Context: an optimization exercise on an open-source flow, tuned for small area, a short achievable clock period and few clock cycles per item. The choices shown serve that exercise and are no tape-out recipe. Only simulation tests tie the RTL to the original design; equivalence was not proved.

rev 12:
Design frame_index_extrapolation_mapper, start of the top module:
module frame_index_extrapolation_mapper #(
    parameter int MAX_FRAMES = 65536
) (
    input  logic                                   aclk,
    input  logic                                   aresetn,
    input  logic                                   s_valid,
    output logic                                   s_ready,
    input  logic signed [fiem_pkg::FRAME_W-1:0]    s_frame_number,
    output logic                                   m_valid,
    input  logic                                   m_ready,
    output logic        [fiem_pkg::IDX_W-1:0]      m_stored_index,
    output logic                                   m_is_empty,
    input  logic                                   psel,
    input  logic                                   penable,
    input  logic                                   pwrite,
    input  logic        [fiem_pkg::ADDR_W-1:0]     paddr,
    input  logic        [fiem_pkg::DATA_W-1:0]     pwdata,
    output logic        [fiem_pkg::DATA_W-1:0]     prdata,
    output logic                                   pready
);
clock: 5.5 ns
lec_check: 0
cap_margin: 20
core_margin: 2
core_utilization: 65
setup_slack_margin: 1.9
slew_margin: 20
buffer_ports_args: -buffer_cell sky130_fd_sc_hd__buf_2
standard.sh (not shown) runs the stock make flow with config.mk's settings and CLKGATE_MAP_FILE= SYNTH_SCRIPT=/design/flow/synth_recipe.tcl, a recipe that flattens the netlist after the stock synthesis.
==> flow/flow/run.sh <==
#!/bin/bash
# Layout flow: the standard flow, with the port buffers made from buf_2 cells instead of the
# cell buffer_ports picks by itself (a delay cell on this platform). Every port still gets a
# buffer. Each tool's full output goes to flow_standard.log in the work folder.
set -euo pipefail
printf '\nexport BUFFER_PORTS_ARGS = -buffer_cell sky130_fd_sc_hd__buf_2\n' >> config.mk
bash standard.sh > flow_standard.log 2>&1
Testbench counts of rev 12, summed over its fixed seeds: cycles 30,727, items 12,000.
Edits applied to the flow inputs when going from rev 12 to rev 13:
--- a/flow/design.v
+++ b/flow/design.v
@@ -108,24 +108,24 @@
         nlen0m <= cpos;
         nlen1m <= cpos - 5'(cpow2);
         cnt0   <= (count_reg == 17'd0);
         pp_b   <= (before_reg == 2'd2) && !cnt1_c;
         pp_a   <= (after_reg  == 2'd2) && !cnt1_c;
         none_b <= (before_reg == 2'd0);
         none_a <= (after_reg  == 2'd0);
         hold_b <= (before_reg == 2'd3);
         hold_a <= (after_reg  == 2'd3);
     end
     logic adv;
-    logic mv;
-    assign adv = !mv || m_ready;
+    logic skv;
+    assign adv = !skv;
     logic        busy, last;
     logic        unit_take;    
     logic        p_take;       
     logic        q_take;       
     logic        v_p, v_q;
     assign unit_take = adv && (!busy || last);
     assign q_take    = unit_take;
     assign p_take    = adv && (!v_q || q_take);
     assign s_ready   = !v_p || p_take;
     logic [32:0] d_s;
     logic        neg_s, pp_s, force_s;
@@ -283,21 +283,35 @@
     assign z_flip  = pp_z ? qodd_z : neg_z;
     logic [16:0] z_add0, z_add1;
     assign z_add0  = {g_z, 1'b1} + {16'd0, neg_z};
     assign z_add1  = {z_cm1, 1'b1} + {~g_z, pp_z ? !neg_z : 1'b1};
     assign z_add   = z_flip ? z_add1 : z_add0;
     assign z_empty = cnt0 || (z_none && (neg_z || after_z));
     always_comb begin
         if (z_empty || (z_hold && neg_z)) z_idx = 16'd0;
         else if (z_hold && after_z)       z_idx = z_cm1;
         else                              z_idx = z_add[16:1];
     end
+    logic        mv;
     logic [16:0] m_data;
+    logic [16:0] sk_data;
+    logic        out_free;
+    logic        pv;
+    assign out_free = !mv || m_ready;
+    assign pv       = v_z && adv;
     always_ff @(posedge aclk) begin
-        if (!aresetn)  mv <= 1'b0;
-        else if (adv)  mv <= v_z;
-        if (adv) m_data <= {z_idx, z_empty};
+        if (!aresetn) begin
+            mv  <= 1'b0;
+            skv <= 1'b0;
+        end else if (out_free) begin
+            mv  <= skv || pv;
+            skv <= 1'b0;
+        end else begin
+            skv <= skv || pv;
+        end
+        if (out_free) m_data <= skv ? sk_data : {z_idx, z_empty};
+        if (!skv) sk_data <= {z_idx, z_empty};
     end
     assign m_valid        = mv;
     assign m_stored_index = m_data[16:1];
     assign m_is_empty     = m_data[0];
 endmodule
### Flow results
- Of rev 13 and rev 12, rev 12 shows the lower sequential cell count of the final layout, with rev 13 above it.
- Rev 12 -> rev 13: per-cell via count in the routed design decreased by a few percent
- Compared with rev 12, rev 13 shows met3 wirelength from detailed routing that has gone down slightly.
- Across both runs, via count was higher for rev 13 than for rev 12.
- Relative to rev 12, non-clock buffer count has gone up in rev 13.
Testbench counts of rev 13, summed over its fixed seeds: cycles 30,727, items 12,000.

==> separate check: timing with driven ports <==
Ports are ideal in the flow. The routed layouts listed here were re-timed in OpenROAD.
Step 1 assumes that a clkbuf_16 drives the clock port and a buf_2 every other input.
Step 2 times the ports against the registers' clock, not the clock port: input delays grow and output delays shrink by t, the midpoint of the rising clock arrivals with the driver on.
Three values: no drivers, after step 1, after step 2; two values: the first two.
| run | t, ns | setup WS [ns] | worst hold slack (ns) | worst setup path after step 2 |
|---|---|---|---|---|
| rev 12 | 0.565 | 1.970 / 1.947 / 1.620 | 0.416 / 0.416 / 0.416 | input to register |
| rev 13 | 0.574 | 1.977 / 1.955 / 1.570 | 0.418 / 0.418 / 0.418 | input to register |
After both steps setup and hold are still met in every run listed. The setup slack of rev 13, which loses most, moves by -0.022 ns with the drivers and by -0.407 ns with both steps.
